Source: an optimization exercise on an open RTL-to-GDS flow (aim: small area, a short achievable clock period and few clock cycles per item). Production flows keep margins and buffers that such runs may drop. RTL that was checked went through simulation tests only; none was proved equivalent to the original. No functional check of the RTL was part of runs 1 to 4.

==> design/flow/constraint.sdc <==
create_clock -name core_clock -period 9.0 [get_ports {clk_i}]
set_input_delay 1.8000 -clock core_clock [delete_from_list [all_inputs] [get_ports {clk_i}]]
set_output_delay 1.8000 -clock core_clock [all_outputs]
set_load 0.01 [all_outputs]
==> design/flow/run.sh <==
#!/bin/bash
# synth_recipe.tcl (not shown) runs the flow's synth.tcl, then flattens the netlist and writes it again
# the make line also repeats each setting of config.mk as NAME=value (left out here)
make -C /OpenROAD-flow-scripts/flow DESIGN_CONFIG=/design/flow/config.mk WORK_HOME=/design/flow/orfs CLKGATE_MAP_FILE= SYNTH_SCRIPT=/design/flow/synth_recipe.tcl finish
==> design/flow/config.mk <==
export PLATFORM = sky130hd
export DESIGN_NAME = anemometer_period_speed_meter_top
export DESIGN_NICKNAME = anemometer_period_speed_meter_top
export VERILOG_FILES = /design/flow/design.v
export SDC_FILE = /design/flow/constraint.sdc
export NUM_CORES = 4
export LEC_CHECK = 0
export ABC_AREA = 1
export CAP_MARGIN = 20
export CORE_MARGIN = 2
export CORE_UTILIZATION = 40
export SETUP_SLACK_MARGIN = 5
export SLEW_MARGIN = 20
==> design/flow/design.v <==
package apm_pkg;
  localparam int unsigned DataBits   = 32;
  localparam int unsigned RpmBits    = 30;
  localparam int unsigned CfgIdxBits = 2;
  localparam logic [CfgIdxBits-1:0] CfgDebounce    = 2'd0;
  localparam logic [CfgIdxBits-1:0] CfgStopTimeout = 2'd1;
  localparam logic [CfgIdxBits-1:0] CfgSpeedScale  = 2'd2;
  localparam logic OpPulse = 1'b0;
  localparam logic OpPoll  = 1'b1;
  localparam logic [DataBits-1:0] DebounceReset = 32'd40000;
  localparam logic [DataBits-1:0] StopReset     = 32'd3000000;
  localparam logic [DataBits-1:0] ScaleReset    = 32'd558584000;
  localparam logic [DataBits-1:0] RpmQ4Num = 32'd960000000;
  localparam int unsigned     MphNumBits = 18;
  localparam int unsigned     MphDenBits = 17;
  localparam logic [MphNumBits-1:0] MphNum = 18'd223694;
  localparam logic [MphDenBits-1:0] MphDen = 17'd100000;
  localparam int unsigned     ProdBits     = DataBits + MphNumBits;
  localparam int unsigned     MphDigitBits = 4;
  localparam int unsigned     MphSteps     = (ProdBits + MphDigitBits - 1) / MphDigitBits;
  localparam int unsigned     MphQuotBits  = MphSteps * MphDigitBits;
  localparam int unsigned DivSteps = DataBits;
  localparam int unsigned CntBits  = $clog2(DivSteps);
  localparam int unsigned QueueDepth     = 2;
  localparam int unsigned QueuePtrBits   = $clog2(QueueDepth);
  localparam int unsigned QueueCountBits = $clog2(QueueDepth + 1);
  typedef struct packed {
    logic                operation;
    logic [DataBits-1:0] now_us;
  } in_word_t;
  typedef struct packed {
    logic                pulse_accepted;
    logic [DataBits-1:0] revolutions;
    logic [DataBits-1:0] period_us;
    logic [RpmBits-1:0]  rpm_q4;
    logic [DataBits-1:0] speed_mm_per_s;
    logic [DataBits-1:0] speed_milli_mph;
  } out_word_t;
  typedef struct packed {
    logic                pulse_accepted;
    logic [DataBits-1:0] revolutions;
    logic [DataBits-1:0] period_us;
  } job_t;
endpackage
module anemometer_period_speed_meter_top (
  input  logic                           clk_i,
  input  logic                           rst_ni,
  input  logic                           in_valid_i,
  output logic                           in_ready_o,
  input  apm_pkg::in_word_t              in_word_i,
  output logic                           out_valid_o,
  input  logic                           out_ready_i,
  output apm_pkg::out_word_t             out_word_o,
  input  logic                           cfg_we_i,
  input  logic [apm_pkg::CfgIdxBits-1:0] cfg_index_i,
  input  logic [apm_pkg::DataBits-1:0]   cfg_data_i
);
  localparam logic [31:0] RpmNum = apm_pkg::RpmQ4Num;
  logic [31:0] deb_q, stop_q, scale_q;
  logic        stg_we_q;
  logic [1:0]  stg_idx_q;
  logic [31:0] stg_data_q;
  always_ff @(posedge clk_i or negedge rst_ni) begin
    if (!rst_ni) begin
      stg_we_q <= 1'b0;
    end else begin
      stg_we_q <= cfg_we_i;
    end
  end
  always_ff @(posedge clk_i) begin
    stg_idx_q  <= cfg_index_i;
    stg_data_q <= cfg_data_i;
  end
  always_ff @(posedge clk_i or negedge rst_ni) begin
    if (!rst_ni) begin
      deb_q   <= apm_pkg::DebounceReset;
      stop_q  <= apm_pkg::StopReset;
      scale_q <= apm_pkg::ScaleReset;
    end else if (stg_we_q) begin
      case (stg_idx_q)
        apm_pkg::CfgDebounce:    deb_q   <= stg_data_q;
        apm_pkg::CfgStopTimeout: stop_q  <= stg_data_q;
        apm_pkg::CfgSpeedScale:  scale_q <= stg_data_q;
        default: ;
      endcase
    end
  end
  typedef enum logic [1:0] {
    StIdle,
    StDiv,
    StLast
  } state_e;
  state_e      state_q;
  logic        in_v_q;             
  logic        t_v_q;              
  logic        out_valid_q;
  logic        cache_q;            
  logic [31:0] last_q;
  logic        pulse_q;
  logic [31:0] rev_q, per_q;
  logic [31:0] quo_r_q, quo_s_q;   
  logic [31:0] mph_q;
  logic [32:0] rem_r_q, rem_s_q;   
  logic        qb_q;               
  logic [16:0] rem_m_q;            
  logic        sat_q;
  logic [4:0]  cnt_q;
  logic        in_rdy_q;
  assign in_ready_o  = in_rdy_q;
  assign out_valid_o = out_valid_q;
  assign out_word_o  = {pulse_q, rev_q, per_q, quo_r_q[29:0], quo_s_q, mph_q};
  logic        in_op_q;
  logic [31:0] in_now_q;
  always_ff @(posedge clk_i) begin
    if (in_ready_o) begin
      in_op_q  <= in_word_i.operation;
      in_now_q <= in_word_i.now_us;
    end
  end
  logic [32:0] el_x;
  logic [31:0] elapsed;
  logic        wrap, deb_ok, stop_hit;
  logic [33:0] x_a, x_b, x_d, y_d, x_s, x_c, y_s, y_c, x, y;
  logic [1:0]  el_skip;
  logic        t_deb_q, t_stop_q, t_elz_q;
  logic [1:0]  t_skip_q;
  assign el_x    = {1'b0, in_now_q} - {1'b0, last_q};
  assign elapsed = el_x[31:0];
  assign wrap    = el_x[32];
  assign x_a = {2'b00, in_now_q};
  assign x_b = {2'b11, ~last_q};
  assign x_d = {2'b11, ~deb_q};
  assign y_d = {2'b11, ~stop_q};
  assign x_s = x_a ^ x_b ^ x_d;
  assign x_c = {(x_a[32:0] & x_b[32:0]) | (x_a[32:0] & x_d[32:0]) | (x_b[32:0] & x_d[32:0]), 1'b1};
  assign y_s = x_a ^ x_b ^ y_d;
  assign y_c = {(x_a[32:0] & x_b[32:0]) | (x_a[32:0] & y_d[32:0]) | (x_b[32:0] & y_d[32:0]), 1'b0};
  assign x   = x_s + x_c + 34'd1;
  assign y   = y_s + y_c + 34'd1;
  assign deb_ok   = wrap ? !(x[33] && !x[32]) : !x[33];
  assign stop_hit = wrap ? !(y[33] && !y[32]) : !y[33];
  always_comb begin
    if      (elapsed[31:24] != '0) el_skip = 2'd3;
    else if (elapsed[23:16] != '0) el_skip = 2'd2;
    else if (elapsed[15:8]  != '0) el_skip = 2'd1;
    else                           el_skip = 2'd0;
  end
  always_ff @(posedge clk_i) begin
    if (in_v_q) begin
      t_deb_q  <= deb_ok;
      t_stop_q <= stop_hit;
      t_elz_q  <= in_now_q == last_q;
      t_skip_q <= el_skip;
    end
  end
  logic        last_nz, per_nz, pulse_ok, set_per, clr_per, fire, go_div, go_zero;
  logic [1:0]  per_skip, skip;
  assign last_nz  = last_q != '0;
  assign per_nz   = per_q != '0;
  assign pulse_ok = (in_op_q == apm_pkg::OpPulse) && t_deb_q;
  assign set_per  = pulse_ok && last_nz;
  assign clr_per  = (in_op_q == apm_pkg::OpPoll) && last_nz && t_stop_q;
  assign fire     = t_v_q && (state_q == StIdle) && (!out_valid_q || out_ready_i);
  assign go_div   = set_per ? !t_elz_q : (!clr_per && per_nz && !cache_q);
  assign go_zero  = set_per ? t_elz_q : (clr_per || !per_nz);
  always_comb begin
    if      (per_q[31:24] != '0) per_skip = 2'd3;
    else if (per_q[23:16] != '0) per_skip = 2'd2;
    else if (per_q[15:8]  != '0) per_skip = 2'd1;
    else                         per_skip = 2'd0;
  end
  assign skip = set_per ? t_skip_q : per_skip;
  logic [63:0] num_s, num_r;
  assign num_s = {32'b0, scale_q} << {skip, 3'b0};
  assign num_r = {32'b0, RpmNum} << {skip, 3'b0};
  logic [33:0] tr_r, tr_s, dv_r, dv_s, nr_r, nr_s;
  assign tr_r = {rem_r_q, quo_r_q[31]};
  assign tr_s = {rem_s_q, quo_s_q[31]};
  assign dv_r = rem_r_q[32] ? {2'b00, per_q} : ~{2'b00, per_q};
  assign dv_s = rem_s_q[32] ? {2'b00, per_q} : ~{2'b00, per_q};
  assign nr_r = tr_r + dv_r + {33'b0, ~rem_r_q[32]};
  assign nr_s = tr_s + dv_s + {33'b0, ~rem_s_q[32]};
  logic [17:0] m0;
  logic [16:0] rem_m_d;
  logic [2:0]  mv;
  logic        ge1, ge2, ge3;
  logic [3:0]  mlow;
  logic [28:0] yinc;
  logic [31:0] mph_d;
  logic        sat_d;
  function automatic logic ge_const(input logic [16:0] x, input logic [16:0] c);
    logic gt, eq;
    gt = 1'b0;
    eq = 1'b1;
    for (int i = 16; i >= 0; i--) begin
      gt = gt | (eq & x[i] & ~c[i]);
      eq = eq & (x[i] == c[i]);
    end
    ge_const = gt | eq;
  endfunction
  assign m0  = {rem_m_q, 1'b0};
  assign ge1 = ge_const(rem_m_q, 17'd50000);    
  assign ge2 = ge_const(rem_m_q, 17'd38153);    
  assign ge3 = ge_const(rem_m_q, 17'd88153);    
  always_comb begin
    if (!qb_q) begin
      if (!ge1) begin rem_m_d = m0[16:0];                    mv = 3'd0; end
      else      begin rem_m_d = 17'(m0 - 18'd100000);        mv = 3'd1; end
    end else begin
      if (!ge2)      begin rem_m_d = 17'(m0 + 18'd23694);    mv = 3'd2; end
      else if (!ge3) begin rem_m_d = 17'(m0 - 18'd76306);    mv = 3'd3; end
      else           begin rem_m_d = 17'(m0 - 18'd176306);   mv = 3'd4; end
    end
  end
  logic s0, ao;
  assign mlow  = {1'b0, mph_q[1:0], 1'b0} + {1'b0, mv};
  assign yinc  = mph_q[30:2] + 1'b1;
  assign s0    = sat_q | mph_q[31];
  assign ao    = &mph_q[30:2];
  assign sat_d = s0 | (mlow[3] & ao);
  assign mph_d = {32{s0}} |
                 {(mlow[3] ? (yinc | {29{ao}}) : mph_q[30:2]), (mlow[2:0] | {3{mlow[3] & ao}})};
  state_e state_d;
  logic   in_v_d, t_v_d, out_valid_d;
  always_comb begin
    state_d     = state_q;
    in_v_d      = in_rdy_q && in_valid_i;
    t_v_d       = in_v_q || (t_v_q && !fire);
    out_valid_d = out_valid_q && !out_ready_i;
    unique case (state_q)
      StIdle: begin
        if (fire) begin
          if (go_div) state_d = StDiv;
          else        out_valid_d = 1'b1;
        end
      end
      StDiv:   if (cnt_q == '0) state_d = StLast;
      StLast: begin
        out_valid_d = 1'b1;
        state_d     = StIdle;
      end
      default: state_d = StIdle;
    endcase
  end
  always_ff @(posedge clk_i or negedge rst_ni) begin
    if (!rst_ni) begin
      in_rdy_q    <= 1'b1;
      in_v_q      <= 1'b0;
      t_v_q       <= 1'b0;
      state_q     <= StIdle;
      out_valid_q <= 1'b0;
      cache_q     <= 1'b0;
      last_q      <= '0;
      rev_q       <= '0;
      per_q       <= '0;
    end else begin
      in_rdy_q    <= !in_v_d && (!t_v_d || (state_d == StIdle && !out_valid_d));
      in_v_q      <= in_v_d;
      t_v_q       <= t_v_d;
      state_q     <= state_d;
      out_valid_q <= out_valid_d;
      if (stg_we_q && stg_idx_q == apm_pkg::CfgSpeedScale) cache_q <= 1'b0;
      if (fire) begin
        if (pulse_ok) begin
          last_q <= in_now_q;
          rev_q  <= rev_q + 1'b1;
        end
        if (set_per)      per_q <= elapsed;
        else if (clr_per) per_q <= '0;
        if (!go_div && go_zero) cache_q <= 1'b1;
      end
      if (state_q == StLast) cache_q <= 1'b1;
    end
  end
  always_ff @(posedge clk_i) begin
    unique case (state_q)
      StIdle: begin
        if (fire) begin
          pulse_q <= pulse_ok;
          rem_r_q <= {1'b0, num_r[63:32]};
          rem_s_q <= {1'b0, num_s[63:32]};
          qb_q    <= 1'b0;
          rem_m_q <= '0;
          sat_q   <= 1'b0;
          cnt_q   <= {~skip, 3'b111};
          if (go_div) begin
            quo_r_q <= num_r[31:0];
            quo_s_q <= num_s[31:0];
            mph_q   <= '0;
          end else if (go_zero) begin
            quo_r_q <= '0;
            quo_s_q <= '0;
            mph_q   <= '0;
          end
        end
      end
      StDiv: begin
        rem_r_q <= nr_r[32:0];
        quo_r_q <= {quo_r_q[30:0], ~nr_r[33]};
        rem_s_q <= nr_s[32:0];
        quo_s_q <= {quo_s_q[30:0], ~nr_s[33]};
        qb_q    <= ~nr_s[33];
        rem_m_q <= rem_m_d;
        sat_q   <= sat_d;
        mph_q   <= mph_d;
        cnt_q   <= cnt_q - 1'b1;
      end
      StLast: begin
        rem_m_q <= rem_m_d;
        sat_q   <= sat_d;
        mph_q   <= mph_d;
      end
      default: ;
    endcase
  end
endmodule
==> results of run 1 <==
Yosys cell counts, types with 32 or more instances:
cell type | count | area (µm²)
ha_1 | 179 | 2240
inv_1 | 475 | 1780
nand2_1 | 931 | 3490
fa_1 | 67 | 1340
buf_4 | 38 | 285
clkbuf_1 | 57 | 214
dfxtp_1 | 34 | 681
nor2_1 | 254 | 953
o21ai_0 | 337 | 1690
nand4_1 | 35 | 219
edfxtp_1 | 224 | 6730
nor3_1 | 49 | 245
nand3_1 | 123 | 616
dfrtp_1 | 174 | 4350
xor2_1 | 32 | 280
xnor2_1 | 87 | 762
a21oi_1 | 250 | 1250
what timing repair did:
action,in CTS,in global routing
pin swaps,1,2
cloned,2,0
endpoints found under the setup margin,50,25
buffers inserted,0,10
resized for setup,2,8
worst max-delay path, delay by kind of cell (launching register included):
kind / cells / cell delay (ns)
buffers and inverters: 2 / 0.91
flip-flops: 1 / 0.52
layer usage:
metal / vias up / track usage
met5: - / 0
met4: 2 / 0.0681
met3: 132 / 0.0299
met2: 618 / 0.372
met1: 11800 / 0.310
li1: 12300 / -
through the flow:
step / setup WS (ns) / cell area (µm²) / hold WS, ns / utilization
final: 5.14 / 34600 / 0.469 / 0.474
after global routing: 5.00 / 34600 / 0.503 / 0.474
after CTS: 4.94 / 34500 / 0.472 / 0.472
after detailed placement: 4.03 / 32600 / 0.460 / 0.447
after global placement: 4.04 / 32600 / 0.462 / 0.447
after floorplan: 5.19 / 29600 / 0.423 / -
final cells by class:
class	instances	area, µm²	area share
flip-flops and latches	458	12400	0.359
multi-input cells	2554	14800	0.427
repair buffers	258	2540	0.0735
well taps	959	1200	0.0346
clock inverters	31	334	0.00965
inverters	487	1830	0.0528
clock buffers	70	1500	0.0434
logic make-up (layout without fill, tap and decap cells):
family          Yosys count  in the layout  share of synthesized area
simple gates           1471           1473                      0.210
buf+inv                 598            846                     0.0817
flops                   458            458                      0.421
compound gates          716            716                      0.131
fa+ha+maj               246            246                      0.121
xor+xnor                119            119                     0.0353
how the worst max path moves through the flow:
| stage | end | from | slack (ns) |
|---|---|---|---|
| finish | in_ready_o | in_rdy_q | 5.14 |
| global route | mph_q[26] | rem_m_q[1] | 5.00 |
| CTS | per_q[30] | out_ready_i | 4.94 |
| detailed placement | per_q[17] | out_ready_i | 4.03 |
| global placement | per_q[30] | out_ready_i | 4.04 |
| floorplan | quo_r_q[0] | out_ready_i | 5.19 |
==> summary.txt, run 1 <==
Critical path
  • Worst EP required: 7.20 ns
  • FF-to-FF path depth: 15
  • Startpoint types: flop
  • Max incr delay on CP: 0.62 ns
  • Max FO, Critical Path: 35
  • Reg2reg end: rem_s_q[32]
  • Reg2Reg Setup Slack: 5.25 ns
  • Critical Path Sink Type: primary output
  • Arrival time of the worst setup path: 2.06 ns
  • Kind of critical path: reg -> out
  • Reg2Reg Launch Point: rem_s_q[32]
  • Slowest CP cell: clkdlybuf4s50_1
  • Crit-path cells: buf_6 -> clkdlybuf4s50_1

Layout
  • Biggest regs: rem_r_q: 33 flops, rem_s_q: 33 flops
  • Commonest non-fill, non-tap cells in the layout: nand2_1, inv_1, o21ai_0
  • NumNets Final: 4131
  • Fillers: 7293
  • Finished Layout Cells: 4817
  • Layout cells sized above 1: 0.0581
  • Most common cell after layout, fill and taps aside: nand2_1
  • # diodes: 0
  • Synth-to-Final Area Change: 17.2%

Floorplan
  • Die area: 76100 µm²
  • Site Rows: 99
  • Num ports: 233
  • Core area: 73100 µm²
  • Die W: 276 µm
  • Initial Util: 0.404
  • Die H: 276 µm

Synth
  • Net count after synthesis: 3926
  • Netlist Area Pre-Place: 29500 µm²
  • FFs w/ async S/R, synth: 0.437
  • #FFs+latches synth: 458
  • Avg Inst Size Synth: 8.19 µm²
  • Post-synth EDFFs: 224
  • Netlist cell types: 60
  • Yosys warns: 1
  • Post-synthesis sequential area ratio: 0.421
  • Main synth FF type: edfxtp_1
  • Post-Synthesis Cells: 3608

GRT
  • Gr ovfl total: 0
  • Pin count of the biggest net entering global routing: 79
  • Vias in the first global route: 24100
  • GRT Total Usage: 0.226
  • Antenna violations before repair: 8
  • First-pass GRT wire length: 134000 µm

Outcome
  • Status: complete, no violations

Timing
  • Slew Limit Headroom: 0.286
  • # setup viols final: 0
  • Fin Setup TNS: 0 ns
  • Fmax: 259 MHz
  • Final Hold Fails: 0
  • Skew final: 0.0366 ns
  • RSZ-0062 raised after global routing: false
  • Final period util: 0.429
  • Slew @ Worst Pin: 1.07 ns
  • Tmin final: 3.86 ns
  • Final slew viol count: 0

Clock tree
  • Root buffer cell: clkbuf_16
  • Clk pin slew, worst setup/hold paths: 0.06 ns
  • TritonCTS Buffers: 54
  • Clock buffer depth: 3
  • Hold Buf Count CTS: 0
  • CTS Sinks: 458
  • H-tree levels: 2
  • Clock latency (worst-skew pair): 0.62 ns
  • CTS tree: built

Drt
  • Avg WL per Cell: 17.8 µm
  • Max layer used: met5
  • Via density: 5.16
  • Initial DRC Count: 2031
  • DR WL met3: 5040 µm
  • DRT Wirelength: 85600 µm
  • TritonRoute pass-1 iters: 16
  • Detailed-route via count: 24800
  • Wire length on met2: 40600 µm
  • # DRC: 0
  • Wl on met1: 37700 µm
  • Post-DRT Antenna Nets: 0

Placement
  • Port Buffers: 232
  • Final GP Congestion: 0.974
  • Cells after DPL: 4703
  • DPL Wire Length: 65300 µm

Worst hold path
  • Hold path start: rev_q[31]
  • WHS Endpoint: rev_q[31]
  • Worst Hold Class: reg -> reg
  • Worst Hold Depth: 1

Flow run
  • Max-Cap Viols: 0
==> run 2, diff against run 1 <==
--- a/design/flow/config.mk
+++ b/design/flow/config.mk
@@ -7,3 +7,2 @@
 export LEC_CHECK = 0
-export ABC_AREA = 1
 export CAP_MARGIN = 20
==> summary.txt, run 2 <==
Layout
  • Synth-to-Final Area Change: 19.5%
  • NumNets Final: 3128
  • Commonest non-fill, non-tap cells in the layout: nand2_1, clkdlybuf4s50_1, edfxtp_1
  • Fin area: 32800 µm²
  • Register area: 12400 µm²
  • Layout cells sized above 1: 0.104
  • Most common cell after layout, fill and taps aside: nand2_1
  • Biggest regs: rem_r_q: 33 flops, rem_s_q: 33 flops
  • Fillers: 6082
  • Multi-input logic area: 14100 µm²

Clock tree
  • CTS tree: built
  • Root buffer cell: clkbuf_16
  • TritonCTS Buffers: 52
  • H-tree levels: 2
  • Hold Buf Count CTS: 0
  • CTS Sinks: 458
  • Clock buffer depth: 3
  • Clk pin slew, worst setup/hold paths: 0.06 ns
  • Clock latency (worst-skew pair): 0.62 ns

Drt
  • DRT Wirelength: 73900 µm
  • Detailed-route via count: 20400
  • Initial DRC Count: 1434
  • TritonRoute pass-1 iters: 6
  • # DRC: 0
  • Via density: 5.47
  • Avg WL per Cell: 19.8 µm
  • Post-DRT Antenna Nets: 0

Worst hold path
  • Worst Hold Depth: 1
  • Worst Hold Class: reg -> reg

Outcome
  • Status: complete, no violations

GRT
  • First-pass GRT wire length: 115000 µm
  • Vias in the first global route: 20700
  • Gr ovfl total: 0
  • GRT Total Usage: 0.206
  • Pin count of the biggest net entering global routing: 82
  • Antenna violations before repair: 6

Synth
  • Top-count cell post-synth: nand2_1
  • Post-Synthesis Cells: 2593
  • Netlist Area Pre-Place: 27400 µm²
  • Avg Inst Size Synth: 10.6 µm²
  • Net count after synthesis: 2911
  • Synth cell count leaders: nand2_1, edfxtp_1, ha_1
  • Area leader, netlist: edfxtp_1
  • Netlist cell types: 85
  • Main synth FF type: edfxtp_1
  • #FFs+latches synth: 458
  • Post-synth EDFFs: 224
  • Yosys warns: 1
  • Synth area leaders: edfxtp_1, dfrtp_1, ha_1
  • FFs w/ async S/R, synth: 0.437
  • Post-synthesis sequential area ratio: 0.454
  • Top cell type's share of synthesized area: 0.245

Critical path
  • Crit-path cells: o211a_1 -> o21ai_2 -> a21oi_2 -> o21ai_1 -> nand2b_1 -> and2_4 -> nor2_4 -> ha_4 -> inv_2 -> fa_2 -> and4b_1 -> and3_4 -> and2_4 -> nor3b_4 -> nand2_2 -> nor3_4 -> nand2_1 -> xor2_1 -> a21oi_1
  • FF-to-FF path depth: 19
  • Critical Path Sink Type: flop
  • Startpoint types: flop
  • Worst EP required: 9.33 ns
  • Kind of critical path: reg -> reg
  • Most common cell on crit path: and2_4
  • Max incr delay on CP: 0.51 ns
  • CP Depth: 19
  • Buf/Inv on CP: 1
  • Max FO, Critical Path: 6
  • CP top delay family: simple AND/OR/NAND/NOR gates
  • Arrival time of the worst setup path: 4.23 ns
  • Slowest CP cell: edfxtp_1

Floorplan
  • Core area: 67500 µm²
  • Site Rows: 95
  • Die H: 266 µm
  • Num ports: 233
  • Die area: 70700 µm²
  • Die W: 266 µm
  • Initial Util: 0.406

Timing
  • Fmax: 256 MHz
  • Tmin final: 3.91 ns
  • Final period util: 0.434
  • Skew final: 0.0293 ns
  • Final Hold Fails: 0
  • # setup viols final: 0
  • RSZ-0062 raised after global routing: true
  • Hold Slack: 0.474 ns
  • Final slew viol count: 0
  • Fin Setup TNS: 0 ns
  • Slew @ Worst Pin: 1.06 ns
  • Slew Limit Headroom: 0.295

Placement
  • Final GP Congestion: 0.878
  • DPL Wire Length: 53700 µm
  • Port Buffers: 232
  • Dpl cell area: 30400 µm²

Flow run
  • Max-Cap Viols: 0
run 2: cell types whose count changed in the layout (fill, tap and decap cells not counted), moves of 39 or more:
| cell | delta |
|---|---|
| mux2_2 | +71 |
| nand3_1 | -75 |
| nor2_1 | -121 |
| a21oi_1 | -86 |
| inv_1 | -323 |
| a21o_1 | +52 |
| mux2i_1 | +39 |
| nand2_1 | -685 |
| xnor2_1 | +63 |
| o21ai_0 | -203 |
run 2: final cells by class:
| class | count | area share |
|---|---|---|
| Multi-Input combinational cell | 1858 | 0.430 |
| Timing Repair Buffer | 284 | 0.0853 |
| Antenna cell | 1 | 0.0000764 |
| Clock inverter | 23 | 0.00703 |
| Inverter | 156 | 0.0179 |
| Clock buffer | 74 | 0.0464 |
| Tap cell | 873 | 0.0333 |
| Sequential cell | 458 | 0.380 |
run 2: worst register-to-register path, delay by kind of cell, from the launching register on:
family	cells	cell delay (ns)
buffers and inverters	1	0.03
flip-flops	1	0.51
XOR/XNOR	1	0.14
adder cells (fa/ha/maj)	2	0.56
AND/OR/NAND/NOR	10	1.75
AO/OA/AOI/OAI	5	0.65
run 2: final timing paths:
path | start | to | slack (ns)
min in group asynchronous | rst_ni | deb_q[9] | 1.14
setup reg to reg | rem_m_q[4] | mph_q[28] | 5.09
max in group asynchronous | rst_ni | cache_q | 6.62
hold / removal | rev_q[31] | rev_q[31] | 0.47
hold reg to reg | rev_q[31] | rev_q[31] | 0.47
setup / recovery | rem_m_q[4] | mph_q[28] | 5.09
run 2: logic make-up after synthesis:
kind of cell | synth area share
flops | 0.454
fa+ha+maj | 0.131
mux | 0.0442
xor+xnor | 0.0658
buf+inv | 0.0433
simple gates | 0.119
compound gates | 0.142
run 2: timing repair:
action | 4_1_cts | 5_1_grt
buffers inserted | 6 | 24
gates resized for setup | 23 | 51
gates cloned | 1 | 4
endpoints found under the setup margin | 64 | 89
pin swaps | 3 | 18
run 2: layer usage:
metal | vias up | GRT usage | wire [µm]
li1 | 9710 | - | -
met4 | 0 | 0.0592 | 1930
met2 | 468 | 0.342 | 35100
met3 | 110 | 0.0262 | 3510
met1 | 10100 | 0.282 | 33300
met5 | - | 0 | 0
run 2: metrics by stage:
| step | setup WS (ns) | utilization | cells |
|---|---|---|---|
| 6_report | 5.09 | 0.485 | 3727 |
| 3_3_place_gp | 3.90 | 0.451 | 3594 |
| 3_5_place_dp | 3.79 | 0.451 | 3594 |
| 4_1_cts | 5.00 | 0.479 | 3698 |
| 2_1_floorplan | 5.04 | - | 2593 |
| 5_1_grt | 4.87 | 0.485 | 3727 |
==> run 3, diff against run 2 <==
--- a/design/flow/design.v
+++ b/design/flow/design.v
@@ -100,3 +100,5 @@
   logic [31:0] rev_q, per_q;
-  logic [31:0] quo_r_q, quo_s_q;   
+  logic [29:0] quo_r_q;            
+  logic [31:0] quo_s_q;            
+  logic        nb_r_q, nb_s_q;     
   logic [31:0] mph_q;
@@ -110,3 +112,3 @@
   assign out_valid_o = out_valid_q;
-  assign out_word_o  = {pulse_q, rev_q, per_q, quo_r_q[29:0], quo_s_q, mph_q};
+  assign out_word_o  = {pulse_q, rev_q, per_q, quo_r_q, quo_s_q, mph_q};
   logic        in_op_q;
@@ -123,5 +125,5 @@
   logic [33:0] x_a, x_b, x_d, y_d, x_s, x_c, y_s, y_c, x, y;
-  logic [1:0]  el_skip;
+  logic [3:0]  el_skip;
   logic        t_deb_q, t_stop_q, t_elz_q;
-  logic [1:0]  t_skip_q;
+  logic [3:0]  t_skip_q;
   assign el_x    = {1'b0, in_now_q} - {1'b0, last_q};
@@ -142,6 +144,4 @@
   always_comb begin
-    if      (elapsed[31:24] != '0) el_skip = 2'd3;
-    else if (elapsed[23:16] != '0) el_skip = 2'd2;
-    else if (elapsed[15:8]  != '0) el_skip = 2'd1;
-    else                           el_skip = 2'd0;
+    el_skip = '0;
+    for (int i = 1; i < 16; i++) if (elapsed[2*i +: 2] != '0) el_skip = 4'(i);
   end
@@ -156,3 +156,3 @@
   logic        last_nz, per_nz, pulse_ok, set_per, clr_per, fire, go_div, go_zero;
-  logic [1:0]  per_skip, skip;
+  logic [3:0]  per_skip, skip;
   assign last_nz  = last_q != '0;
@@ -166,14 +166,19 @@
   always_comb begin
-    if      (per_q[31:24] != '0) per_skip = 2'd3;
-    else if (per_q[23:16] != '0) per_skip = 2'd2;
-    else if (per_q[15:8]  != '0) per_skip = 2'd1;
-    else                         per_skip = 2'd0;
+    per_skip = '0;
+    for (int i = 1; i < 16; i++) if (per_q[2*i +: 2] != '0) per_skip = 4'(i);
   end
-  assign skip = set_per ? t_skip_q : per_skip;
+  logic [3:0] p_skip;
+  logic       num_small;
+  assign p_skip    = set_per ? t_skip_q : per_skip;
+  assign num_small = scale_q[31:30] == '0;
+  assign skip      = p_skip + 4'((num_small && p_skip != 4'hf) ? 1 : 0);
   logic [63:0] num_s, num_r;
-  assign num_s = {32'b0, scale_q} << {skip, 3'b0};
-  assign num_r = {32'b0, RpmNum} << {skip, 3'b0};
+  logic [4:0]  cnt_init, nb_idx;
+  assign num_s    = {32'b0, scale_q} << {skip, 1'b0};
+  assign num_r    = {32'b0, RpmNum} << {skip, 1'b0};
+  assign cnt_init = {~skip, 1'b1};
+  assign nb_idx   = (state_q == StIdle) ? cnt_init : cnt_q - 1'b1;
   logic [33:0] tr_r, tr_s, dv_r, dv_s, nr_r, nr_s;
-  assign tr_r = {rem_r_q, quo_r_q[31]};
-  assign tr_s = {rem_s_q, quo_s_q[31]};
+  assign tr_r = {rem_r_q, nb_r_q};
+  assign tr_s = {rem_s_q, nb_s_q};
   assign dv_r = rem_r_q[32] ? {2'b00, per_q} : ~{2'b00, per_q};
@@ -275,2 +280,6 @@
   always_ff @(posedge clk_i) begin
+    nb_r_q <= RpmNum[nb_idx];
+    nb_s_q <= scale_q[nb_idx];
+  end
+  always_ff @(posedge clk_i) begin
     unique case (state_q)
@@ -284,8 +293,4 @@
           sat_q   <= 1'b0;
-          cnt_q   <= {~skip, 3'b111};
-          if (go_div) begin
-            quo_r_q <= num_r[31:0];
-            quo_s_q <= num_s[31:0];
-            mph_q   <= '0;
-          end else if (go_zero) begin
+          cnt_q   <= cnt_init;
+          if (go_div || go_zero) begin
             quo_r_q <= '0;
@@ -298,3 +303,3 @@
         rem_r_q <= nr_r[32:0];
-        quo_r_q <= {quo_r_q[30:0], ~nr_r[33]};
+        quo_r_q <= {quo_r_q[28:0], ~nr_r[33]};
         rem_s_q <= nr_s[32:0];
==> summary.txt, run 3 <==
Floorplan
  • Die H: 272 µm
  • Num ports: 233
  • Site Rows: 98
  • Core area: 71400 µm²
  • Initial Util: 0.403
  • Die W: 272 µm
  • Die area: 74200 µm²

Synth
  • Netlist Area Pre-Place: 28800 µm²
  • Main synth FF type: edfxtp_1
  • Netlist cell types: 101
  • Post-Synthesis Cells: 2795
  • Top-count cell post-synth: nand2_1
  • Synth area leaders: edfxtp_1, dfrtp_1, ha_1
  • FFs w/ async S/R, synth: 0.435
  • Yosys warns: 1
  • Top cell type's share of synthesized area: 0.234
  • Net count after synthesis: 3118
  • #FFs+latches synth: 460
  • Avg Inst Size Synth: 10.3 µm²
  • Area leader, netlist: edfxtp_1
  • Post-synth EDFFs: 224
  • Synth cell count leaders: nand2_1, edfxtp_1, o21ai_0
  • Post-synthesis sequential area ratio: 0.434

GRT
  • First-pass GRT wire length: 132000 µm
  • Gr ovfl total: 0
  • GRT Total Usage: 0.228
  • Antenna violations before repair: 0
  • Vias in the first global route: 22700
  • Pin count of the biggest net entering global routing: 73

Clock tree
  • Clk pin slew, worst setup/hold paths: 0.07 ns
  • CTS tree: built
  • Clock buffer depth: 3
  • Root buffer cell: clkbuf_16
  • CTS Sinks: 460
  • TritonCTS Buffers: 54
  • H-tree levels: 2
  • Clock latency (worst-skew pair): 0.65 ns

Timing
  • Min setup slack post-route: 4.92 ns
  • Tmin final: 4.08 ns
  • Final Hold Fails: 0
  • Skew final: 0.0562 ns
  • RSZ-0062 raised after global routing: true
  • Final slew viol count: 0
  • # setup viols final: 0
  • Final period util: 0.454
  • Slew Limit Headroom: 0.273
  • Fmax: 245 MHz
  • Fin Setup TNS: 0 ns
  • Slew @ Worst Pin: 1.09 ns

Critical path
  • CP top delay family: compound AO/OA/AOI/OAI gates
  • Startpoint types: flop
  • Reg2Reg Launch Point: per_q[13]
  • Max FO, Critical Path: 9
  • Buf/Inv on CP: 2
  • Critical Path Sink Type: flop
  • CP Launch Point: per_q[13]
  • Crit-path cells: o31ai_4 -> a211oi_2 -> o31ai_1 -> a21boi_1 -> o311ai_1 -> o21a_1 -> a311oi_2 -> ha_2 -> ha_4 -> buf_12 -> buf_4 -> mux2i_2 -> nand2_1 -> o21ai_2 -> o21ai_2 -> a221o_1
  • Arrival time of the worst setup path: 4.44 ns
  • Worst EP required: 9.36 ns
  • Max incr delay on CP: 0.63 ns
  • Slowest CP cell: dfrtp_1
  • Most common cell on crit path: o21ai_2
  • Kind of critical path: reg -> reg

Placement
  • Port Buffers: 232
  • Pre-CTS setup slack: 3.91 ns
  • Final GP Congestion: 0.933
  • DPL Wire Length: 62500 µm
  • Dpl cell area: 32100 µm²
  • Cells after DPL: 3890

Worst hold path
  • Hold path start: stg_data_q[10]
  • Worst Hold Class: reg -> reg

Drt
  • Post-DRT Antenna Nets: 0
  • Detailed-route via count: 22800
  • Avg WL per Cell: 21.5 µm
  • DRT Wirelength: 87300 µm
  • # DRC: 0
  • Initial DRC Count: 1689
  • Via density: 5.61
  • TritonRoute pass-1 iters: 5

Layout
  • Most common cell after layout, fill and taps aside: nand2_1
  • Biggest regs: rem_r_q: 33 flops, rem_s_q: 33 flops
  • Fin area: 35500 µm²
  • # diodes: 0
  • Layout cells sized above 1: 0.148
  • Finished Layout Cells: 4068
  • NumNets Final: 3398
  • Synth-to-Final Area Change: 23.5%
  • Commonest non-fill, non-tap cells in the layout: nand2_1, clkdlybuf4s50_1, edfxtp_1

Outcome
  • Status: complete, no violations

Flow run
  • Max-Cap Viols: 0
[run 3: final timing paths]
kind / slack (ns) / depth (start not counted) / endpoint
worst min register to register: 0.45 / 2 / deb_q[10]
worst min-delay path: 0.45 / 2 / deb_q[10]
worst max register to register: 4.92 / 16 / rem_s_q[8]
max in group asynchronous: 6.52 / 2 / per_q[2]
worst max-delay path: 4.92 / 16 / rem_s_q[8]
min in group asynchronous: 1.16 / 1 / deb_q[23]
[run 3: area by class of cell]
| cell class | count | area [µm²] |
|---|---|---|
| fillers | 6469 | 35800 |
| multi-input cells | 2063 | 15900 |
| flip-flops and latches | 460 | 12500 |
| repair buffers | 330 | 3440 |
| clock buffers | 75 | 1520 |
| well taps | 950 | 1190 |
| inverters | 166 | 631 |
| clock inverters | 24 | 327 |
[run 3: worst register-to-register path: stages, from the launching register on]
cell and delay, ns:
dfrtp_1 0.63, o31ai_4 0.42, a211oi_2 0.11, o31ai_1 0.23, a21boi_1 0.10, o311ai_1 0.27
o21a_1 0.23, a311oi_2 0.12, ha_2 0.22, ha_4 0.36, buf_12 0.19, buf_4 0.15
mux2i_2 0.22, nand2_1 0.09, o21ai_2 0.09, o21ai_2 0.07, a221o_1 0.28
[run 3: through the flow]
stage          utilization  hold WS (ns)
3_5_place_dp         0.449         0.455
6_report             0.498         0.455
5_1_grt              0.498         0.481
3_3_place_gp         0.449         0.440
4_1_cts              0.486         0.462
2_1_floorplan            -         0.413
[run 3: what timing repair did]
| item | 4_1_cts | 5_1_grt |
|---|---|---|
| buffers inserted | 33 | 33 |
| cloned | 4 | 8 |
| resized for setup | 103 | 108 |
| hold buffers | 0 | 0 |
| hold endpoints to repair | 0 | 0 |
| setup endpoints to repair | 80 | 85 |
| pin swaps | 25 | 40 |
[run 3: kinds of logic (layout without fill, tap and decap cells)]
kind of cell / count (synthesis) / after routing / share of synthesized area
flip-flops: 460 / 460 / 0.434
adder cells (fa/ha/maj): 253 / 253 / 0.127
XOR/XNOR: 221 / 221 / 0.0681
AND/OR/NAND/NOR: 767 / 768 / 0.129
multiplexers: 121 / 121 / 0.0513
AO/OA/AOI/OAI: 700 / 700 / 0.152
buffers and inverters: 273 / 595 / 0.0380
[run 3: layer usage]
layer,track usage,share of wire,vias to the layer above
met5,0,0,-
li1,-,-,10600
met1,0.293,0.42,11300
met2,0.383,0.48,741
met3,0.0344,0.060,180
met4,0.0918,0.041,0
==> run 4, diff against run 3 <==
==> design/flow/flow/run.sh (new file) <==
#!/bin/bash
set -euo pipefail
bash standard.sh SETUP_SLACK_MARGIN=5.6 finish > standard.log 2>&1
==> design/flow/standard.sh (new file) <==
#!/bin/bash
# synth_recipe.tcl (not shown) runs the flow's synth.tcl, then flattens the netlist and writes it again
# the make line also repeats each setting of config.mk as NAME=value (left out here)
make -C /OpenROAD-flow-scripts/flow DESIGN_CONFIG=/design/flow/config.mk WORK_HOME=/design/flow/orfs CLKGATE_MAP_FILE= SYNTH_SCRIPT=/design/flow/synth_recipe.tcl "${@:-finish}"
--- a/design/flow/config.mk
+++ b/design/flow/config.mk
@@ -10,3 +10,2 @@
 export CORE_UTILIZATION = 40
-export SETUP_SLACK_MARGIN = 5
 export SLEW_MARGIN = 20
removed: design/flow/run.sh
==> summary.txt, run 4 <==
Outcome
  • Status: complete, no violations

Timing
  • Slew Limit Headroom: 0.283
  • Final period util: 0.459
  • Final Hold Fails: 0
  • RSZ-0062 raised after global routing: true
  • # setup viols final: 0
  • Min setup slack post-route: 4.87 ns
  • Fin Setup TNS: 0 ns
  • Tmin final: 4.13 ns
  • Slew @ Worst Pin: 1.08 ns
  • Fmax: 242 MHz
  • Final slew viol count: 0
  • Skew final: 0.0320 ns

Layout
  • Commonest non-fill, non-tap cells in the layout: nand2_1, buf_4, edfxtp_1
  • Biggest regs: rem_r_q: 33 flops, rem_s_q: 33 flops
  • NumNets Final: 3619
  • Layout cells sized above 1: 0.263
  • Fillers: 6114
  • Register area: 12500 µm²
  • Synth-to-Final Area Change: 35.1%
  • Final core utilization: 0.545
  • Fin area: 38900 µm²
  • Multi-input logic area: 17100 µm²
  • Most common cell after layout, fill and taps aside: nand2_1

Drt
  • # DRC: 0
  • Avg WL per Cell: 21.4 µm
  • Initial DRC Count: 1736
  • Post-DRT Antenna Nets: 0
  • Via density: 5.59
  • TritonRoute pass-1 iters: 6
  • Detailed-route via count: 24000
  • DRT Wirelength: 92000 µm

Clock tree
  • TritonCTS Buffers: 55
  • Root buffer cell: clkbuf_16
  • CTS Sinks: 460
  • Clock buffer depth: 3
  • Clock latency (worst-skew pair): 0.64 ns
  • H-tree levels: 2
  • CTS tree: built
  • Clk pin slew, worst setup/hold paths: 0.06 ns

Worst hold path
  • Worst Hold Depth: 1
  • Hold path start: rev_q[31]
  • WHS Endpoint: rev_q[31]
  • Worst Hold Class: reg -> reg

Flow run
  • Max-Cap Viols: 0

Floorplan
  • Die area: 74200 µm²
  • Die H: 272 µm
  • Core area: 71400 µm²
  • Num ports: 233
  • Initial Util: 0.403
  • Die W: 272 µm
  • Site Rows: 98

Critical path
  • Most common cell on crit path: buf_6
  • Reg2Reg Launch Point: per_q[5]
  • Max incr delay on CP: 0.43 ns
  • Slowest CP cell: dfrtp_2
  • Kind of critical path: reg -> reg
  • FF-to-FF path depth: 20
  • Critical Path Sink Type: flop
  • Worst EP required: 9.36 ns
  • Reg2Reg Setup Slack: 4.87 ns
  • Crit-path cells: o31ai_4 -> a211oi_2 -> o31ai_2 -> a211oi_2 -> o31ai_1 -> a21boi_1 -> o311ai_1 -> o21a_1 -> buf_4 -> buf_6 -> ha_4 -> buf_4 -> o2111ai_4 -> buf_6 -> xnor2_4 -> buf_6 -> bufbuf_16 -> nand2_1 -> o21ai_1 -> a221o_1
  • Startpoint types: flop
  • Arrival time of the worst setup path: 4.49 ns
  • Max FO, Critical Path: 5
  • Reg2reg end: rem_s_q[8]

Synth
  • Post-synthesis sequential area ratio: 0.434
  • Main synth FF type: edfxtp_1
  • Top cell type's share of synthesized area: 0.234
  • Synth area leaders: edfxtp_1, dfrtp_1, ha_1
  • Post-Synthesis Cells: 2795
  • Net count after synthesis: 3118
  • #FFs+latches synth: 460
  • Avg Inst Size Synth: 10.3 µm²
  • Top-count cell post-synth: nand2_1
  • Area leader, netlist: edfxtp_1
  • Netlist Area Pre-Place: 28800 µm²
  • Synth cell count leaders: nand2_1, edfxtp_1, o21ai_0
  • Netlist cell types: 101
  • Yosys warns: 1
  • Post-synth EDFFs: 224
  • FFs w/ async S/R, synth: 0.435

Placement
  • Dpl cell area: 32300 µm²
  • DPL Wire Length: 60100 µm
  • Port Buffers: 232
  • Final GP Congestion: 0.923
  • Pre-CTS setup slack: 3.81 ns

GRT
  • Pin count of the biggest net entering global routing: 97
  • GRT Total Usage: 0.237
  • Antenna violations before repair: 1
  • Vias in the first global route: 23800
  • First-pass GRT wire length: 138000 µm
  • Gr ovfl total: 0
## run 4: cell types whose count changed in the layout (fill, tap and decap cells not counted), sizes merged, moves of 4 or more
cell,before,now
clkbuf,83,72
dlymetal6s2s,0,16
clkdlybuf4s50,231,149
clkinv,16,26
bufbuf,3,7
buf,88,305
dlygate4sd2,0,65
## run 4: cell families after synthesis
group | share of synthesized area
adder cells (fa/ha/maj) | 0.127
AO/OA/AOI/OAI | 0.152
AND/OR/NAND/NOR | 0.129
multiplexers | 0.0513
XOR/XNOR | 0.0681
flip-flops | 0.434
buffers and inverters | 0.0380
## run 4: cell type report
type,count,area share
Multi-Input combinational cell,2065,0.441
Sequential cell,460,0.322
Timing Repair Buffer,548,0.140
Clock buffer,67,0.0391
Tap cell,950,0.0305
Inverter,166,0.0163
Clock inverter,37,0.0112
Antenna cell,1,0.0000643
## run 4: repair_timing
action,4_1_cts,5_1_grt
cloned,17,7
gates resized for setup,291,249
hold buffers,0,0
endpoints found under the hold margin,0,0
setup endpoints to repair,324,256
pin swaps,59,129
buffers inserted,160,111
## run 4: worst max path at each step
stage | depth (start not counted) | to | slack, ns | start
after floorplan | 21 | rem_r_q[5] | 5.32 | per_q[3]
after global placement | 14 | rem_r_q[5] | 3.91 | last_q[0]
after detailed placement | 14 | rem_r_q[5] | 3.81 | last_q[0]
after CTS | 18 | rem_s_q[11] | 5.04 | per_q[5]
after global routing | 18 | rem_s_q[11] | 4.68 | per_q[5]
final | 20 | rem_s_q[8] | 4.87 | per_q[5]
## run 4: layer usage
| layer | up-vias | track usage | wire, µm |
|---|---|---|---|
| li1 | 11100 | - | - |
| met1 | 11900 | 0.315 | 38800 |
| met2 | 836 | 0.392 | 44000 |
| met3 | 212 | 0.0329 | 5870 |
| met4 | 0 | 0.0920 | 3350 |
| met5 | - | 0 | 0 |
## run 4: critical path, delay by kind of cell (launching register included)
family / cells / cell delay [ns]
AND/OR/NAND/NOR: 1 / 0.06
XOR/XNOR: 1 / 0.18
adder cells (fa/ha/maj): 1 / 0.15
AO/OA/AOI/OAI: 11 / 2.11
buffers and inverters: 6 / 0.96
flip-flops: 1 / 0.43
## run 4: metrics by stage
| stage | instances | hold WS [ns] |
|---|---|---|
| after floorplan | 2795 | 0.413 |
| after global placement | 3893 | 0.463 |
| after detailed placement | 3893 | 0.463 |
| after CTS | 4174 | 0.472 |
| after global routing | 4293 | 0.489 |
| final | 4294 | 0.468 |
==> run 5, diff against run 4 <==
--- a/design/flow/design.v
+++ b/design/flow/design.v
@@ -145,3 +145,3 @@
     el_skip = '0;
-    for (int i = 1; i < 16; i++) if (elapsed[2*i +: 2] != '0) el_skip = 4'(i);
+    for (int i = 1; i < 15; i++) if ((elapsed >> (2*i)) != 32'd0) el_skip = 4'(i);
   end
@@ -156,3 +156,3 @@
   logic        last_nz, per_nz, pulse_ok, set_per, clr_per, fire, go_div, go_zero;
-  logic [3:0]  per_skip, skip;
+  logic [3:0]  p_skip_q;           
   assign last_nz  = last_q != '0;
@@ -166,16 +166,16 @@
   always_comb begin
-    per_skip = '0;
-    for (int i = 1; i < 16; i++) if (per_q[2*i +: 2] != '0) per_skip = 4'(i);
   end
-  logic [3:0] p_skip;
-  logic       num_small;
-  assign p_skip    = set_per ? t_skip_q : per_skip;
+  logic [3:0]  skip;
+  logic        num_small;
+  logic [31:0] scl, rpm;
+  assign skip      = set_per ? t_skip_q : p_skip_q;
   assign num_small = scale_q[31:30] == '0;
-  assign skip      = p_skip + 4'((num_small && p_skip != 4'hf) ? 1 : 0);
+  assign scl       = num_small ? {scale_q[29:0], 2'b00} : scale_q;
+  assign rpm       = num_small ? {RpmNum[29:0], 2'b00} : RpmNum;
   logic [63:0] num_s, num_r;
   logic [4:0]  cnt_init, nb_idx;
-  assign num_s    = {32'b0, scale_q} << {skip, 1'b0};
-  assign num_r    = {32'b0, RpmNum} << {skip, 1'b0};
-  assign cnt_init = {~skip, 1'b1};
-  assign nb_idx   = (state_q == StIdle) ? cnt_init : cnt_q - 1'b1;
+  assign num_s    = {32'b0, scl} << {skip, 1'b0};
+  assign num_r    = {32'b0, rpm} << {skip, 1'b0};
+  assign cnt_init = {~skip, 1'b1} - {3'b0, num_small, 1'b0};
+  assign nb_idx   = (state_q == StIdle) ? {~skip, 1'b1} : cnt_q - 1'b1;
   logic [33:0] tr_r, tr_s, dv_r, dv_s, nr_r, nr_s;
@@ -260,2 +260,3 @@
       per_q       <= '0;
+      p_skip_q    <= '0;
     end else begin
@@ -272,4 +273,9 @@
         end
-        if (set_per)      per_q <= elapsed;
-        else if (clr_per) per_q <= '0;
+        if (set_per) begin
+          per_q    <= elapsed;
+          p_skip_q <= t_skip_q;
+        end else if (clr_per) begin
+          per_q    <= '0;
+          p_skip_q <= '0;
+        end
         if (!go_div && go_zero) cache_q <= 1'b1;
@@ -280,4 +286,4 @@
   always_ff @(posedge clk_i) begin
-    nb_r_q <= RpmNum[nb_idx];
-    nb_s_q <= scale_q[nb_idx];
+    nb_r_q <= (state_q == StIdle) ? rpm[nb_idx] : RpmNum[nb_idx];
+    nb_s_q <= (state_q == StIdle) ? scl[nb_idx] : scale_q[nb_idx];
   end
==> summary.txt, run 5 <==
Timing
  • Final Hold Fails: 0
  • Fin Setup TNS: 0 ns
  • RSZ-0062 raised after global routing: true
  • Skew final: 0.0274 ns
  • # setup viols final: 0
  • Slew @ Worst Pin: 0.906 ns
  • Final slew viol count: 0
  • Tmin final: 3.56 ns
  • Slew Limit Headroom: 0.396
  • Fmax: 281 MHz
  • Final period util: 0.396

Synth
  • Synth cell count leaders: nand2_1, edfxtp_1, o21ai_0
  • Post-synthesis sequential area ratio: 0.432
  • Yosys warns: 1
  • Synth area leaders: edfxtp_1, dfrtp_1, ha_1
  • Netlist Area Pre-Place: 29200 µm²
  • FFs w/ async S/R, synth: 0.440
  • #FFs+latches synth: 464
  • Post-Synthesis Cells: 2864
  • Avg Inst Size Synth: 10.2 µm²
  • Net count after synthesis: 3186
  • Main synth FF type: edfxtp_1
  • Netlist cell types: 94
  • Area leader, netlist: edfxtp_1
  • Top cell type's share of synthesized area: 0.231
  • Post-synth EDFFs: 224
  • Top-count cell post-synth: nand2_1

Drt
  • Via density: 5.73
  • Detailed-route via count: 24700
  • Initial DRC Count: 1956
  • TritonRoute pass-1 iters: 5
  • Post-DRT Antenna Nets: 0
  • # DRC: 0
  • DRT Wirelength: 95800 µm
  • Avg WL per Cell: 22.2 µm

Layout
  • Most common cell after layout, fill and taps aside: nand2_1
  • Finished Layout Cells: 4313
  • NumNets Final: 3634
  • Synth-to-Final Area Change: 32.7%
  • Fillers: 6230
  • Layout cells sized above 1: 0.256
  • Commonest non-fill, non-tap cells in the layout: nand2_1, buf_4, edfxtp_1
  • Biggest regs: rem_r_q: 33 flops, rem_s_q: 33 flops

Outcome
  • Status: complete, no violations

GRT
  • Pin count of the biggest net entering global routing: 102
  • Gr ovfl total: 0
  • First-pass GRT wire length: 142000 µm
  • GRT Total Usage: 0.244
  • Antenna violations before repair: 10
  • Vias in the first global route: 24100

Critical path
  • Reg2Reg Launch Point: rem_s_q[32]
  • Arrival time of the worst setup path: 3.89 ns
  • Reg2reg end: qb_q
  • FF-to-FF path depth: 14
  • Kind of critical path: reg -> reg
  • Startpoint types: flop
  • Worst EP required: 9.33 ns
  • CP Launch Point: rem_s_q[32]
  • Worst Setup EP: qb_q
  • Max FO, Critical Path: 8
  • Critical Path Sink Type: flop
  • Reg2Reg Setup Slack: 5.44 ns

Floorplan
  • Die W: 274 µm
  • Die area: 75100 µm²
  • Site Rows: 98
  • Num ports: 233
  • Initial Util: 0.406
  • Die H: 274 µm
  • Core area: 71900 µm²

Clock tree
  • CTS tree: built
  • Hold Buf Count CTS: 0
  • Root buffer cell: clkbuf_16
  • TritonCTS Buffers: 55
  • Clock latency (worst-skew pair): 0.63 ns
  • H-tree levels: 2
  • CTS Sinks: 464
  • Clk pin slew, worst setup/hold paths: 0.06 ns
  • Clock buffer depth: 3

Flow run
  • Max-Cap Viols: 0

Worst hold path
  • Worst Hold Class: reg -> reg

Placement
  • Cells after DPL: 3942
  • DPL Wire Length: 63900 µm
  • Port Buffers: 232
  • Final GP Congestion: 0.898
[run 5: cell count changes in the layout (fill, tap and decap cells not counted), moves of 11 or more]
cell	previous run	this run
o22ai_1	5	18
nand3_1	34	54
inv_2	10	21
clkinvlp_4	2	13
a211oi_1	10	21
a22o_1	18	34
inv_1	152	125
buf_6	35	19
o21ai_0	142	162
a21oi_1	142	121
mux4_2	12	1
o21ai_1	55	19
a21oi_2	40	54
[run 5: cell type report]
class | count | area, µm² | area share
clock buffers | 69 | 1520 | 0.0394
clock inverters | 35 | 329 | 0.00851
multi-input cells | 2123 | 17600 | 0.454
well taps | 950 | 1190 | 0.0307
repair buffers | 515 | 4830 | 0.125
repair inverters | 1 | 5.00 | 0.000129
diodes | 4 | 10.0 | 0.000259
inverters | 152 | 601 | 0.0155
flip-flops and latches | 464 | 12600 | 0.327
[run 5: worst max-delay path, stage by stage (launching register included)]
cell and delay (ns):
edfxtp_1 0.46, buf_12 0.19, buf_12 0.15, buf_6 0.12, xnor2_2 0.11, ha_1 0.35
a21o_1 0.20, a21o_1 0.18, a2bb2oi_2 0.19, o31ai_4 0.11, a221oi_4 0.40, o31ai_4 0.10
o41a_1 0.42, nand4_1 0.13, nand3_2 0.15
[run 5: stage by stage]
stage          area (µm²)   util  worst slack, ns  hold slack, ns
3_5_place_dp        32500  0.452             3.82           0.450
3_3_place_gp        32500  0.452             3.88           0.449
6_report            38700  0.538             5.44           0.462
2_1_floorplan       29200      -             4.39           0.413
5_1_grt             38700  0.538             5.28           0.477
4_1_cts             36300  0.505             5.45           0.466
[run 5: what timing repair did]
item	CTS	global route
buffers inserted	128	121
resized for setup	307	297
setup endpoints to repair	434	220
pin swaps	46	123
cloned	8	6
[run 5: worst min-delay path by stage]
stage,start,to,slack (ns),cells past startpoint
floorplan,stg_data_q[10],deb_q[10],0.41,2
global placement,stg_data_q[6],deb_q[6],0.45,2
detailed placement,stg_data_q[6],deb_q[6],0.45,2
CTS,stg_data_q[6],deb_q[6],0.47,2
global route,stg_data_q[6],deb_q[6],0.48,2
finish,stg_data_q[6],deb_q[6],0.46,2
[run 5: per-layer routing]
metal,global-route usage,wire (µm)
met1,0.335,40900
met2,0.403,45800
met3,0.0318,6070
met4,0.0709,2990
met5,0,13
[run 5: cells by family after synthesis]
kind of cell / share of synthesized area
simple gates: 0.132
compound gates: 0.169
flops: 0.432
buf+inv: 0.0373
fa+ha+maj: 0.125
xor+xnor: 0.0676
mux: 0.0369
Testbench counts of run 5, summed over its fixed seeds: cycles 20,519, items 1,920.
==> run 6, diff against run 5 <==
==> design/flow/run.sh (new file) <==
#!/bin/bash
# synth_recipe.tcl (not shown) runs the flow's synth.tcl, then flattens the netlist and writes it again
# the make line also repeats each setting of config.mk as NAME=value (left out here)
make -C /OpenROAD-flow-scripts/flow DESIGN_CONFIG=/design/flow/config.mk WORK_HOME=/design/flow/orfs CLKGATE_MAP_FILE= SYNTH_SCRIPT=/design/flow/synth_recipe.tcl finish
--- a/design/flow/config.mk
+++ b/design/flow/config.mk
@@ -10,2 +10,3 @@
 export CORE_UTILIZATION = 40
+export SETUP_SLACK_MARGIN = 4.5
 export SLEW_MARGIN = 20
removed: design/flow/flow/run.sh
removed: design/flow/standard.sh
==> summary.txt, run 6 <==
Timing
  • Final Hold Fails: 0
  • Final slew viol count: 0
  • Skew final: 0.0161 ns
  • Tmin final: 4.37 ns
  • # setup viols final: 0
  • Min setup slack post-route: 4.63 ns
  • Final period util: 0.485
  • Hold Slack: 0.462 ns
  • Slew Limit Headroom: 0.297
  • Fmax: 229 MHz
  • Slew @ Worst Pin: 1.05 ns
  • Fin Setup TNS: 0 ns
  • RSZ-0062 raised after global routing: false

Synth
  • FFs w/ async S/R, synth: 0.440
  • Avg Inst Size Synth: 10.2 µm²
  • Main synth FF type: edfxtp_1
  • Post-synthesis adder-cell area fraction: 0.125
  • Post-synth EDFFs: 224
  • Synth cell count leaders: nand2_1, edfxtp_1, o21ai_0
  • Net count after synthesis: 3186
  • Netlist cell types: 94
  • Top-count cell post-synth: nand2_1
  • #FFs+latches synth: 464
  • Area leader, netlist: edfxtp_1
  • Top cell type's share of synthesized area: 0.231
  • Compound-Gate Fraction of Synth Area: 0.169
  • Largest family of logic cells by synthesized area: compound AO/OA/AOI/OAI gates
  • Yosys warns: 1
  • Synth Area in XOR/XNOR: 0.0676
  • Mux share of post-synthesis cell area: 0.0369
  • Post-Synth Simple-Gate Area: 0.132
  • Netlist Area Pre-Place: 29200 µm²
  • Post-synthesis sequential area ratio: 0.432
  • Post-Synthesis Cells: 2864
  • Synth area leaders: edfxtp_1, dfrtp_1, ha_1

Clock tree
  • Root buffer cell: clkbuf_16
  • TritonCTS Buffers: 54
  • H-tree levels: 2
  • CTS Sinks: 464
  • CTS tree: built
  • Clk pin slew, worst setup/hold paths: 0.06 ns
  • Clock buffer depth: 3
  • Hold Buf Count CTS: 0
  • Clock latency (worst-skew pair): 0.61 ns

Critical path
  • Arrival time of the worst setup path: 4.60 ns
  • Startpoint types: input port
  • Kind of critical path: in -> reg
  • Worst EP required: 9.23 ns
  • CP Launch Point: out_ready_i
  • Critical Path Sink Type: flop
  • Reg2Reg Launch Point: last_q[1]
  • Max FO, Critical Path: 73

Layout
  • Synth-to-Final Area Change: 18.5%
  • Layout cells sized above 1: 0.0884
  • Most common cell after layout, fill and taps aside: nand2_1
  • Register area: 12600 µm²
  • NumNets Final: 3376
  • Fin area: 34600 µm²
  • Fillers: 6632
  • Commonest non-fill, non-tap cells in the layout: nand2_1, clkdlybuf4s50_1, edfxtp_1
  • Biggest regs: rem_r_q: 33 flops, rem_s_q: 33 flops
  • Multi-input logic area: 15600 µm²

Floorplan
  • Core area: 71900 µm²
  • Die H: 274 µm
  • Die area: 75100 µm²
  • Num ports: 233
  • Site Rows: 98
  • Die W: 274 µm
  • Initial Util: 0.406

Drt
  • Initial DRC Count: 1822
  • TritonRoute pass-1 iters: 5
  • Post-DRT Antenna Nets: 0
  • Via density: 5.64
  • Detailed-route via count: 22800
  • # DRC: 0
  • DRT Wirelength: 84500 µm
  • Avg WL per Cell: 20.9 µm

GRT
  • GRT Total Usage: 0.222
  • Vias in the first global route: 22700
  • Gr ovfl total: 0
  • Pin count of the biggest net entering global routing: 88
  • Antenna violations before repair: 0
  • First-pass GRT wire length: 131000 µm

Placement
  • Final GP Congestion: 0.909
  • Pre-CTS setup slack: 3.80 ns
  • Port Buffers: 232
  • DPL Wire Length: 63400 µm
  • Dpl cell area: 32400 µm²

Worst hold path
  • Worst Hold Class: reg -> reg
  • Hold path start: stg_data_q[6]

Flow run
  • Max-Cap Viols: 0

Outcome
  • Status: complete, no violations
==> run 6: kinds of logic after synthesis <==
family | count (synthesis)
and+or+nand+nor | 791
AOI/OAI and AO/OA | 756
DFF | 464
buffers and inverters | 280
adders and majority gates | 252
xor gates and xnor gates | 224
muxes | 97
==> run 6: cell type report <==
class / instances / share of cell area
Timing Repair Buffer: 262 / 0.0743
Inverter: 152 / 0.0166
Antenna cell: 1 / 0.0000724
Sequential cell: 464 / 0.364
Clock buffer: 70 / 0.0463
Tap cell: 950 / 0.0344
Multi-Input combinational cell: 2120 / 0.452
Clock inverter: 30 / 0.0119
==> run 6: worst paths after layout <==
| check | slack (ns) | cells after the start | end |
|---|---|---|---|
| max | 4.63 | 7 | quo_r_q[15] |
| min | 0.46 | 2 | deb_q[6] |
| max reg2reg | 4.78 | 10 | rem_s_q[11] |
| min reg2reg | 0.46 | 2 | deb_q[6] |
| max in group asynchronous | 6.29 | 2 | scale_q[30] |
| min in group asynchronous | 1.17 | 1 | rev_q[7] |
==> run 6: critical path, cell delays in order <==
cell,delay [ns]
clkdlybuf4s50_1,0.55
nand2b_4,0.18
nand3_4,0.17
o21ai_4,0.10
buf_4,0.80
o21a_2,0.27
buf_4,0.60
==> run 6: timing repair <==
action | in CTS | in global routing
setup endpoints to repair | 34 | 42
gates resized for setup | 5 | 8
pin swaps | 0 | 2
gates cloned | 0 | 0
buffers inserted | 0 | 3
==> run 6: stage by stage <==
stage / std cells / util
final: 4049 / 0.481
after global routing: 4048 / 0.481
after CTS: 4045 / 0.480
after detailed placement: 3945 / 0.452
after global placement: 3945 / 0.451
after floorplan: 2864 / -
==> run 6: routing by layer <==
metal / GRT usage / vias to the layer above / wire (µm)
li1: - / 10800 / -
met1: 0.306 / 11300 / 37800
met2: 0.366 / 646 / 39900
met3: 0.0284 / 127 / 4540
met4: 0.0669 / 0 / 2310
met5: 0 / - / 0
==> run 7, diff against run 6 <==
--- a/design/flow/config.mk
+++ b/design/flow/config.mk
@@ -10,3 +10,3 @@
 export CORE_UTILIZATION = 40
-export SETUP_SLACK_MARGIN = 4.5
+export SETUP_SLACK_MARGIN = 5
 export SLEW_MARGIN = 20
==> summary.txt, run 7 <==
Outcome
  • Status: complete, no violations

Synth
  • Compound-Gate Fraction of Synth Area: 0.169
  • Post-Synth Simple-Gate Area: 0.132
  • Area leader, netlist: edfxtp_1
  • Post-Synthesis Cells: 2864
  • Top cell type's share of synthesized area: 0.231
  • Netlist Area Pre-Place: 29200 µm²
  • Main synth FF type: edfxtp_1
  • FFs w/ async S/R, synth: 0.440
  • Post-synthesis adder-cell area fraction: 0.125
  • Post-synthesis sequential area ratio: 0.432
  • Netlist cell types: 94
  • Post-synth EDFFs: 224
  • Top-count cell post-synth: nand2_1
  • #FFs+latches synth: 464
  • Synth Area in XOR/XNOR: 0.0676
  • Avg Inst Size Synth: 10.2 µm²

Layout
  • Multi-input logic area: 15800 µm²
  • Fillers: 6593
  • Synth-to-Final Area Change: 19.7%
  • Most common cell after layout, fill and taps aside: nand2_1
  • Finished Layout Cells: 4066
  • Fin area: 34900 µm²

Critical path
  • Worst EP required: 7.20 ns
  • FF-to-FF path depth: 12
  • Reg2reg end: t_deb_q
  • Buf/Inv on CP: 2
  • Crit-path cells: buf_6 -> clkdlybuf4s50_1
  • CP Launch Point: in_rdy_q
  • Arrival time of the worst setup path: 2.09 ns
  • Slowest CP cell: clkdlybuf4s50_1
  • Max FO, Critical Path: 35
  • Startpoint types: flop
  • Critical Path Sink Type: primary output

Flow run
  • Max-Cap Viols: 0

GRT
  • Met2 usage: 0.370
  • Antenna violations before repair: 0
  • Grt met1 use: 0.306
  • Global routing's busiest layer: met2
  • Pin count of the biggest net entering global routing: 88

Timing
  • Skew final: 0.0154 ns
  • RSZ-0062 raised after global routing: false
  • Final Hold Fails: 0
  • Slew @ Worst Pin: 0.995 ns
  • # setup viols final: 0
  • Final slew viol count: 0
  • Final period util: 0.432

Floorplan
  • Die H: 274 µm
  • Die W: 274 µm
  • Site Rows: 98
  • Die area: 75100 µm²
  • Num ports: 233
  • Initial Util: 0.406

Placement
  • Final GP Congestion: 0.909
  • DPL Wire Length: 63400 µm
  • Port Buffers: 232

Clock tree
  • Clock buffer depth: 3
  • Root buffer cell: clkbuf_16
  • CTS tree: built
  • H-tree levels: 2
  • CTS Sinks: 464

Drt
  • Avg WL per Cell: 21.0 µm
  • DRT Wirelength: 85200 µm
  • TritonRoute pass-1 iters: 5
  • Post-DRT Antenna Nets: 0

Worst hold path
  • Hold path start: stg_data_q[6]
  • WHS Endpoint: deb_q[6]
  • Worst Hold Class: reg -> reg
-- run 7: cell counts after synthesis --
No cell type changed its count.
-- run 7: layout make-up --
type / count / share of cell area
Antenna cell: 1 / 0.0000717
Inverter: 152 / 0.0164
Sequential cell: 464 / 0.361
Timing Repair Buffer: 278 / 0.0782
Multi-Input combinational cell: 2121 / 0.453
Tap cell: 950 / 0.0341
Clock inverter: 30 / 0.0118
Clock buffer: 70 / 0.0459
-- run 7: worst max path at each step --
stage,endpoint,slack (ns),cells after the start
2_1_floorplan,quo_r_q[0],4.39,4
3_3_place_gp,rev_q[29],3.88,11
3_5_place_dp,rev_q[29],3.80,11
4_1_cts,mph_q[4],5.00,18
5_1_grt,mph_q[9],4.97,18
6_report,in_ready_o,5.11,2
-- run 7: kinds of logic (layout without fill, tap and decap cells) --
family,after synthesis,after routing
xor+xnor,224,224
mux,97,97
compound gates,756,757
flops,464,464
buf+inv,280,530
fa+ha+maj,252,252
simple gates,791,791
other cells,0,1
-- run 7: per-layer routing --
metal	part of all wire	vias to the layer above
met3	0.053	126
met4	0.027	0
met1	0.45	11400
met2	0.47	642
met5	0	-
li1	-	10800
-- run 7: worst register-to-register path: cells and delay by family, from the launching register on --
family / cells / cell delay, ns
fa+ha+maj: 2 / 0.86
flops: 1 / 0.47
compound gates: 7 / 1.79
buf+inv: 1 / 0.13
simple gates: 2 / 0.33
-- run 7: per-stage QoR --
step / setup slack, ns / hold slack (ns)
after floorplan: 4.39 / 0.413
after global placement: 3.88 / 0.439
after detailed placement: 3.80 / 0.463
after CTS: 5.00 / 0.475
after global routing: 4.97 / 0.508
final: 5.11 / 0.463
-- run 7: repair_timing --
action                                  4_1_cts  5_1_grt
endpoints found under the setup margin      141      140
resized for setup                            24       32
pin swaps                                     4        6
setup buffers                                 8       11
hold buffers                                  0        0
cloned                                        1        0

-- afterwards: timing with drivers on the ports --
The flow's constraints put no driver on any port. The routed layouts listed below were extracted and timed again, unchanged, in two steps.
Step 1, drivers: a clkbuf_16 drives clk_i and a buf_2 each remaining input, both assumed.
Step 2 times the ports against the registers' clock, not the clock port: input delays grow and output delays shrink by t, the midpoint of the rising clock arrivals with the driver on.
Slacks: ideal ports / drivers / drivers and shift; pairs: ideal ports / drivers.
run | shift t [ns] | setup slack, ns | clock arrival spread, ns | slew at the worst register clock pin (ns) | worst data-port slew with drivers (ns)
run 1 | 0.673 | 5.140 / 5.072 / 4.798 | 0.038 / 0.038 | 0.07 / 0.07 | 0.06
run 2 | 0.661 | 5.093 / 5.081 / 4.539 | 0.029 / 0.029 | 0.06 / 0.06 | 0.08
run 3 | 0.688 | 4.918 / 4.918 / 4.540 | 0.056 / 0.057 | 0.07 / 0.07 | 0.06
run 4 | 0.686 | 4.868 / 4.868 / 4.868 | 0.032 / 0.032 | 0.07 / 0.07 | 0.06
run 5 | 0.680 | 5.440 / 5.440 / 5.006 | 0.028 / 0.029 | 0.06 / 0.06 | 0.07
run 6 | 0.670 | 4.631 / 4.678 / 4.008 | 0.017 / 0.018 | 0.06 / 0.06 | 0.07
run 7 | 0.669 | 5.112 / 5.044 / 4.520 | 0.017 / 0.018 | 0.07 / 0.07 | 0.07
After both steps every run listed still meets setup and hold. For run 6, which loses most, drivers alone change the setup slack by +0.047 ns; drivers and shift together by -0.623 ns.
